From an optimization exercise on the open Yosys and OpenROAD flow, aimed at small area and a short achievable clock period; shortcuts taken in it are not production practice.
In this exercise RTL edits were held to simulation tests only and were not proved equivalent to the original.
No activity file was given, so power comes from the tool's default toggle rates.

build 94:
==> flow/design.v (excerpt) <==
module x86_len_decoder (
    input  logic                        i_clk,
    input  logic                        i_reset,
    input  logic                        i_word_valid,
    input  logic [32-1:0]       i_word,
    output logic                        o_instr_valid,
    output logic [53:0]                 o_instr,         
    output logic                        o_overflow
);
Size in the first run: roughly 1,500 cells after synthesis, ~91 I/O pins.
==> flow/config.mk <==
export PLATFORM = sky130hd
export DESIGN_NAME = x86_len_decoder
export DESIGN_NICKNAME = x86_len_decoder
export VERILOG_FILES = /design/flow/design.v
export SDC_FILE = /design/flow/constraint.sdc
export NUM_CORES = 4
export LEC_CHECK = 0
export CAP_MARGIN = 30
export CORE_MARGIN = 2
export CORE_UTILIZATION = 40
export SLEW_MARGIN = 30
export TNS_END_PERCENT = 0
==> flow/constraint.sdc <==
create_clock -name core_clock -period 16.5 [get_ports {i_clk}]
set_input_delay 3.3000 -clock core_clock [delete_from_list [all_inputs] [get_ports {i_clk}]]
set_output_delay 3.3000 -clock core_clock [all_outputs]
set_load 0.01 [all_outputs]
standard.sh (not shown) runs the stock make flow with config.mk's settings and CLKGATE_MAP_FILE= SYNTH_SCRIPT=/design/flow/synth_recipe.tcl, a recipe that flattens the netlist after the stock synthesis.
==> flow/flow/run.sh <==
#!/bin/bash
# The standard layout, with three changes to how it is made:
# - timing repair aims at a setup margin well above the design's, so it
#   works on the worst path (the clock, constraints and synthesis are the
#   standard ones);
# - each port still gets its own buffer, but a plain buf_1 rather than the
#   delay cell the resizer picks by default;
# - the clock tree is built from clkbuf_8 cells.
set -euo pipefail
bash standard.sh SETUP_SLACK_MARGIN=11.5 \
    "BUFFER_PORTS_ARGS=-buffer_cell sky130_fd_sc_hd__buf_1" \
    CTS_BUF_LIST=sky130_fd_sc_hd__clkbuf_8 \
    finish > standard_flow.log 2>&1
Modified inputs, build 62 compared to build 94
- setting CTS_BUF_LIST to sky130_fd_sc_hd__clkbuf_8 for the first time
- changing CAP_MARGIN from 30 to 10
- changing SLEW_MARGIN from 30 to 10
==> flow/flow/run.sh <==
#!/bin/bash
set -euo pipefail
bash standard.sh SETUP_SLACK_MARGIN=11.5 \
    "SETUP_MOVE_SEQUENCE=unbuffer,sizeup,swap" \
    "BUFFER_PORTS_ARGS=-buffer_cell sky130_fd_sc_hd__buf_1" \
    finish > standard_flow.log 2>&1
Results
Changes observed in build 62 relative to build 94: layout buffer count excluding clock buffers lower, post-layout utilization of the core lower, area used by multi-input combinational logic roughly the same.
Looking at total power, build 62 sits below build 94.
Going from build 94 to build 62, proportion of power drawn by combinational gates shrinks by 0.4 points.
Going from build 94 to build 62, path length in cells of the critical path shrinks by 1.
From build 94 to build 62 the numbers moved as follows: routed wire length moved down; maximum clock skew at final layout now sits at about the same level; post-cts sizing count fell 1.
> inputs changed (build 62 -> build 28)
- changing CAP_MARGIN from 10 to 30
- changing SLEW_MARGIN from 10 to 30
- removing CTS_BUF_LIST (formerly sky130_fd_sc_hd__clkbuf_8)
==> flow/flow/run.sh <==
#!/bin/bash
# The standard layout, with timing repair aimed at a setup margin well above
# the design's. The clock, constraints and synthesis are the standard ones;
# only how hard the repair steps work on the worst path changes.
set -euo pipefail
bash standard.sh SETUP_SLACK_MARGIN=11.5 finish > standard_flow.log 2>&1
Findings:
- Relative to build 62, the number of antenna violations at the first check in global routing of build 28 is lower by 3.
- Diff build 62 -> build 28 | total stage count of the critical path | increase of 1
- Between build 62 and build 28, the flow reports first-pass GRT wire length increasing by a few percent.
- On build 28: switching part of the total is 2.9 points lower than what build 62 gave.
### build 28 -> build 68
==> flow/flow/run.sh <==
#!/bin/bash
# The standard layout, with two changes to how it is made:
# - timing repair aims at a setup margin well above the design's, so it
#   works on the worst path (the clock, constraints and synthesis are the
#   standard ones);
# - each port still gets its own buffer, but a plain buf_2 rather than the
#   delay cell the resizer picks by default.
set -euo pipefail
bash standard.sh SETUP_SLACK_MARGIN=11.5 \
    "BUFFER_PORTS_ARGS=-buffer_cell sky130_fd_sc_hd__buf_2" \
    finish > standard_flow.log 2>&1
- Build 68 ended up with a lower number of post-CTS setup repair buffers than build 28 did.
- Build 68 ends up with lower post-CTS resize count than build 28 does.
- Worst path setup slack after routing: lower on build 68
- Going from build 28 to build 68, largest net degree at the start of global routing grows by about 12%.

==> re-timing with driven ports <==
The results above use ideal ports. As a check the final layouts listed here were re-extracted and re-timed, cells and wires unchanged. Step 1: set_driving_cell puts a clkbuf_16 on i_clk and a buf_2 on each other input, an assumption about the parent block. Step 2, shift: input delay + t, output delay - t, t = (earliest + latest rising clock arrival at the registers) / 2. This alone moves slack from input paths to output paths. Slacks: ideal / step 1 / step 2; pairs: ideal / step 1.
run | t, ns | slack for setup (ns) | hold WS [ns]
build 94 | 0.555 | 11.663 / 11.663 / 11.663 | 0.488 / 0.488 / 0.488
build 62 | 0.548 | 11.693 / 11.693 / 11.693 | 0.482 / 0.482 / 0.482
build 28 | 0.515 | 11.669 / 11.658 / 11.669 | 0.489 / 0.489 / 0.489
build 68 | 0.504 | 11.562 / 11.562 / 11.562 | 0.471 / 0.471 / 0.471
After both steps every run listed still meets setup and hold.
